Background: an optimization exercise with open tools, aiming at small area and a short achievable clock period. Do not read the settings as production practice. The RTL was checked by simulation tests, not by an equivalence proof against the original design. Power is estimated from default activity; no workload was simulated.

==> exp/fjord <==
==> flow/design.v <==
module ram_dp_rw_ctrl #(
  parameter int unsigned          AddrWidth     = 6,
  parameter int unsigned          DataWidth     = 32,
  parameter int unsigned          ByteWidth     = 8,
  parameter bit                   Pipelined     = 1'b0,
  parameter bit                   CollisionMode = 1'b0,
  parameter logic [DataWidth-1:0] InitValue     = '0
) (
  input  logic                           clk_i,
  input  logic                           rst_i,
  input  logic                           rd_en_a_i,
  input  logic                           rd_en_b_i,
  input  logic                           wr_en_a_i,
  input  logic                           wr_en_b_i,
  input  logic [DataWidth/ByteWidth-1:0] be_a_i,
  input  logic [DataWidth/ByteWidth-1:0] be_b_i,
  input  logic [AddrWidth-1:0]           addr_r_a_i,
  input  logic [AddrWidth-1:0]           addr_r_b_i,
  input  logic [AddrWidth-1:0]           addr_w_a_i,
  input  logic [AddrWidth-1:0]           addr_w_b_i,
  input  logic [DataWidth-1:0]           data_a_i,
  input  logic [DataWidth-1:0]           data_b_i,
  output logic [DataWidth-1:0]           data_a_o,
  output logic [DataWidth-1:0]           data_b_o,
  output logic                           valid_a_o,
  output logic                           valid_b_o,
  output logic                           init_busy_o,
  output logic                           wr_conflict_o
);
  localparam int unsigned NB    = DataWidth / ByteWidth;
  localparam int unsigned Depth = 2 ** AddrWidth;
  localparam int unsigned NP    = Depth / 2;
  logic                 busy_r;
  logic                 clr_r;
  logic [AddrWidth-1:0] init_cnt_r;
  logic                 wr_conflict_r;
  logic                 valid_a_r;
  logic                 valid_b_r;
  logic [DataWidth-1:0] data_a_r;
  logic [DataWidth-1:0] data_b_r;
  logic [Depth-1:0][DataWidth-1:0] mem_q;
  logic                 active_s;
  logic                 wa_s;
  logic                 wb_s;
  logic                 same_w_s;
  logic [NB-1:0]        be_b_eff_s;
  logic [DataWidth-1:0] da_n;
  logic [DataWidth-1:0] db_n;
  logic [DataWidth-1:0] rdata_a_s;
  logic [DataWidth-1:0] rdata_b_s;
  assign active_s = !busy_r && !rst_i;
  assign wa_s     = active_s && wr_en_a_i;
  assign wb_s     = active_s && wr_en_b_i;
  assign same_w_s = (addr_w_a_i == addr_w_b_i);
  assign be_b_eff_s = be_b_i & ~({NB{wa_s && same_w_s}} & be_a_i);
  assign da_n     = ~(data_a_i ^ InitValue);
  assign db_n     = ~(data_b_i ^ InitValue);
  for (genvar w = 0; w < Depth; w++) begin : g_word
    logic hit_a;
    logic hit_b;
    assign hit_a = wa_s && (addr_w_a_i == AddrWidth'(w));
    assign hit_b = wb_s && (addr_w_b_i == AddrWidth'(w));
    for (genvar l = 0; l < NB; l++) begin : g_lane
      logic sel_a_n;
      logic sel_b_n;
      logic load;
      assign sel_a_n = !(hit_a && be_a_i[l]);
      assign sel_b_n = !(hit_b && be_b_eff_s[l]);
      assign load    = !sel_a_n || !sel_b_n || clr_r;
      for (genvar b = l * ByteWidth; b < (l + 1) * ByteWidth; b++) begin : g_bit
        logic nxt;
        ram_oai22 u_cell (
          .a1_i(sel_a_n), .a2_i(da_n[b]),
          .b1_i(sel_b_n), .b2_i(db_n[b]),
          .y_o(nxt)
        );
        always_ff @(posedge clk_i) begin
          if (load) begin
            mem_q[w][b] <= nxt;
          end
        end
      end
    end
  end
  logic [Depth-1:0] rsel_a_n;
  logic [Depth-1:0] rsel_b_n;
  for (genvar w = 0; w < Depth; w++) begin : g_rsel
    assign rsel_a_n[w] = (addr_r_a_i != AddrWidth'(w));
    assign rsel_b_n[w] = (addr_r_b_i != AddrWidth'(w));
  end
  for (genvar b = 0; b < DataWidth; b++) begin : g_rbit
    logic [NP-1:0] pair_a;
    logic [NP-1:0] pair_b;
    for (genvar p = 0; p < NP; p++) begin : g_pair
      ram_oai22 u_pair_a (
        .a1_i(rsel_a_n[2*p]), .a2_i(mem_q[2*p][b]),
        .b1_i(rsel_a_n[2*p+1]), .b2_i(mem_q[2*p+1][b]),
        .y_o(pair_a[p])
      );
      ram_oai22 u_pair_b (
        .a1_i(rsel_b_n[2*p]), .a2_i(mem_q[2*p][b]),
        .b1_i(rsel_b_n[2*p+1]), .b2_i(mem_q[2*p+1][b]),
        .y_o(pair_b[p])
      );
    end
    ram_rtree #(.N(NP)) u_tree_a (.in_i(pair_a), .d_o(rdata_a_s[b]));
    ram_rtree #(.N(NP)) u_tree_b (.in_i(pair_b), .d_o(rdata_b_s[b]));
  end
  always_ff @(posedge clk_i) begin
    clr_r <= rst_i;
    if (rst_i) begin
      busy_r        <= 1'b1;
      init_cnt_r    <= '0;
      wr_conflict_r <= 1'b0;
    end else begin
      if (busy_r) begin
        init_cnt_r <= init_cnt_r + AddrWidth'(1);
        if (init_cnt_r == '1) begin
          busy_r <= 1'b0;
        end
      end
      wr_conflict_r <= wa_s && wb_s && same_w_s && (|(be_a_i & be_b_i));
    end
  end
  always_ff @(posedge clk_i) begin
    if (rst_i) begin
      valid_a_r <= 1'b0;
      valid_b_r <= 1'b0;
    end else begin
      valid_a_r <= active_s && rd_en_a_i;
      valid_b_r <= active_s && rd_en_b_i;
    end
    data_a_r <= rdata_a_s ^ InitValue;
    data_b_r <= rdata_b_s ^ InitValue;
  end
  assign data_a_o      = data_a_r;
  assign data_b_o      = data_b_r;
  assign valid_a_o     = valid_a_r;
  assign valid_b_o     = valid_b_r;
  assign init_busy_o   = busy_r;
  assign wr_conflict_o = wr_conflict_r;
endmodule
module ram_oai22 (
  input  logic a1_i,
  input  logic a2_i,
  input  logic b1_i,
  input  logic b2_i,
  output logic y_o
);
  assign y_o = !((a1_i || a2_i) && (b1_i || b2_i));
endmodule
module ram_rtree #(
  parameter int unsigned N = 32
) (
  input  logic [N-1:0] in_i,
  output logic         d_o
);
  localparam int unsigned N1 = (N + 1) / 2;
  localparam int unsigned N2 = (N1 + 3) / 4;
  logic [N1-1:0] l1_n;
  logic [N2-1:0] l2;
  for (genvar i = 0; i < N1; i++) begin : g_l1
    localparam int unsigned Lo = (i * N) / N1;
    localparam int unsigned Hi = ((i + 1) * N) / N1;
    ram_nor #(.W(Hi - Lo)) u_nor (.a_i(in_i[Hi-1:Lo]), .y_o(l1_n[i]));
  end
  for (genvar i = 0; i < N2; i++) begin : g_l2
    localparam int unsigned Lo = (i * N1) / N2;
    localparam int unsigned Hi = ((i + 1) * N1) / N2;
    ram_nand #(.W(Hi - Lo)) u_nand (.a_i(l1_n[Hi-1:Lo]), .y_o(l2[i]));
  end
  ram_nor #(.W(N2)) u_out (.a_i(l2), .y_o(d_o));
endmodule
module ram_nand #(
  parameter int unsigned W = 4
) (
  input  logic [W-1:0] a_i,
  output logic         y_o
);
  assign y_o = ~&a_i;
endmodule
module ram_nor #(
  parameter int unsigned W = 3
) (
  input  logic [W-1:0] a_i,
  output logic         y_o
);
  assign y_o = ~|a_i;
endmodule
==> flow/flow/run.sh <==
#!/bin/bash
set -euo pipefail
SETUP_MARGIN=2.2
COMMON=(MATCH_CELL_FOOTPRINT=0
  "BUFFER_PORTS_ARGS=-buffer_cell sky130_fd_sc_hd__buf_4"
  "CTS_ARGS=-sink_clustering_enable -repair_clock_nets -dont_use_dummy_load -buf_list sky130_fd_sc_hd__clkbuf_8")
bash standard.sh "${COMMON[@]}" SETUP_SLACK_MARGIN=0 synth > make_synth.log 2>&1
bash standard.sh "${COMMON[@]}" SETUP_SLACK_MARGIN=0 floorplan place > make_place.log 2>&1
bash standard.sh "${COMMON[@]}" SETUP_SLACK_MARGIN=$SETUP_MARGIN cts > make_cts.log 2>&1
bash standard.sh "${COMMON[@]}" SETUP_SLACK_MARGIN=$SETUP_MARGIN finish > make_finish.log 2>&1
==> flow/standard.sh <==
#!/bin/bash
# synth_recipe.tcl (not shown) runs the flow's synth.tcl, then flattens the netlist and writes it again
# the make line also repeats each setting of config.mk as NAME=value (left out here)
make -C /OpenROAD-flow-scripts/flow DESIGN_CONFIG=/design/flow/config.mk WORK_HOME=/design/flow/orfs CLKGATE_MAP_FILE= SYNTH_SCRIPT=/design/flow/synth_recipe.tcl "${@:-finish}"
==> flow/config.mk <==
export PLATFORM = sky130hd
export DESIGN_NAME = ram_dp_rw_ctrl
export DESIGN_NICKNAME = ram_dp_rw_ctrl
export VERILOG_FILES = /design/flow/design.v
export SDC_FILE = /design/flow/constraint.sdc
export NUM_CORES = 4
export LEC_CHECK = 0
export CAP_MARGIN = 20
export CORE_MARGIN = 2
export CORE_UTILIZATION = 50
export PLACE_DENSITY = 0.6
export SLEW_MARGIN = 20
export SYNTH_HIERARCHICAL = 1
==> flow/constraint.sdc <==
create_clock -name core_clock -period 5.0 [get_ports {clk_i}]
set_input_delay 1.0000 -clock core_clock [delete_from_list [all_inputs] [get_ports {clk_i}]]
set_output_delay 1.0000 -clock core_clock [all_outputs]
set_load 0.01 [all_outputs]
==> inputs of exp/cedar, as changes to exp/fjord <==
==> flow/run.sh (new file) <==
#!/bin/bash
# synth_recipe.tcl (not shown) runs the flow's synth.tcl, then flattens the netlist and writes it again
# the make line also repeats each setting of config.mk as NAME=value (left out here)
make -C /OpenROAD-flow-scripts/flow DESIGN_CONFIG=/design/flow/config.mk WORK_HOME=/design/flow/orfs CLKGATE_MAP_FILE= SYNTH_SCRIPT=/design/flow/synth_recipe.tcl finish
--- a/flow/config.mk
+++ b/flow/config.mk
@@ -8,6 +8,7 @@
 export CAP_MARGIN = 20
 export CORE_MARGIN = 2
-export CORE_UTILIZATION = 50
-export PLACE_DENSITY = 0.6
+export CORE_UTILIZATION = 40
+export PLACE_DENSITY = 0.55
+export SETUP_SLACK_MARGIN = 2.0
 export SLEW_MARGIN = 20
 export SYNTH_HIERARCHICAL = 1
removed: flow/flow/run.sh
removed: flow/standard.sh
==> results.txt <==
	exp/cedar	exp/fjord
CP max-delay cell	sky130_fd_sc_hd__or3_2	sky130_fd_sc_hd__or3_4
Fraction of standard cell area in multi-input logic	32.70%	34.00%
Well Taps	3402	2704
Worst R2R End	mem_q[1333]	mem_q[1063]
Sequential group share of total power	48.5%	54.5%
Cell-internal power	31620 uW	27700 uW
Row Count	187	167
Data required time at the worst endpoint	5630 ps	5940 ps
Fill cell instance count of the final layout	23490	17720
Number of multi-input combinational cells in the layout	6951	6954
Number of H-tree branching levels	4	5
Post_cts resized	195	143
Result of the run	finished clean	finished clean
Maximum ir drop on the vdd rail	0.4103 mV	0.2956 mV
Share of the clock period used by the worst path after layout	63.58%	61.79%
Final critical path time including I/O delays and setup	3179 ps	3090 ps
Global-route wire length before repair	830900 um	790000 um

[afterwards: timing with drivers on the ports]
The flow's constraints put no driver on any port. The routed layouts listed below were extracted and timed again, unchanged, in two steps. Step 1, drivers: a clkbuf_16 drives clk_i and a buf_2 each remaining input, both assumed. Step 2 also shifts input and output timing later by t, the mid clock arrival at the registers, as if the neighbouring blocks saw the same clock. Slacks: no drivers / after step 1 / after step 2; pairs: no drivers / after step 1.
run | t, ns | setup WS [ns] | hold slack, ns | cell pins on the clock port's net
exp/fjord | 1.218 | 1.910 / 1.926 / 0.708 | 0.056 / -0.005 / 0.523 | 1
exp/cedar | 1.029 | 1.821 / 1.906 / 0.877 | 0.424 / 0.330 / 0.522 | 1
After both steps setup and hold are still met in every run listed. The setup slack of exp/fjord, which loses most, moves by +0.016 ns with the drivers and by -1.202 ns with both steps.
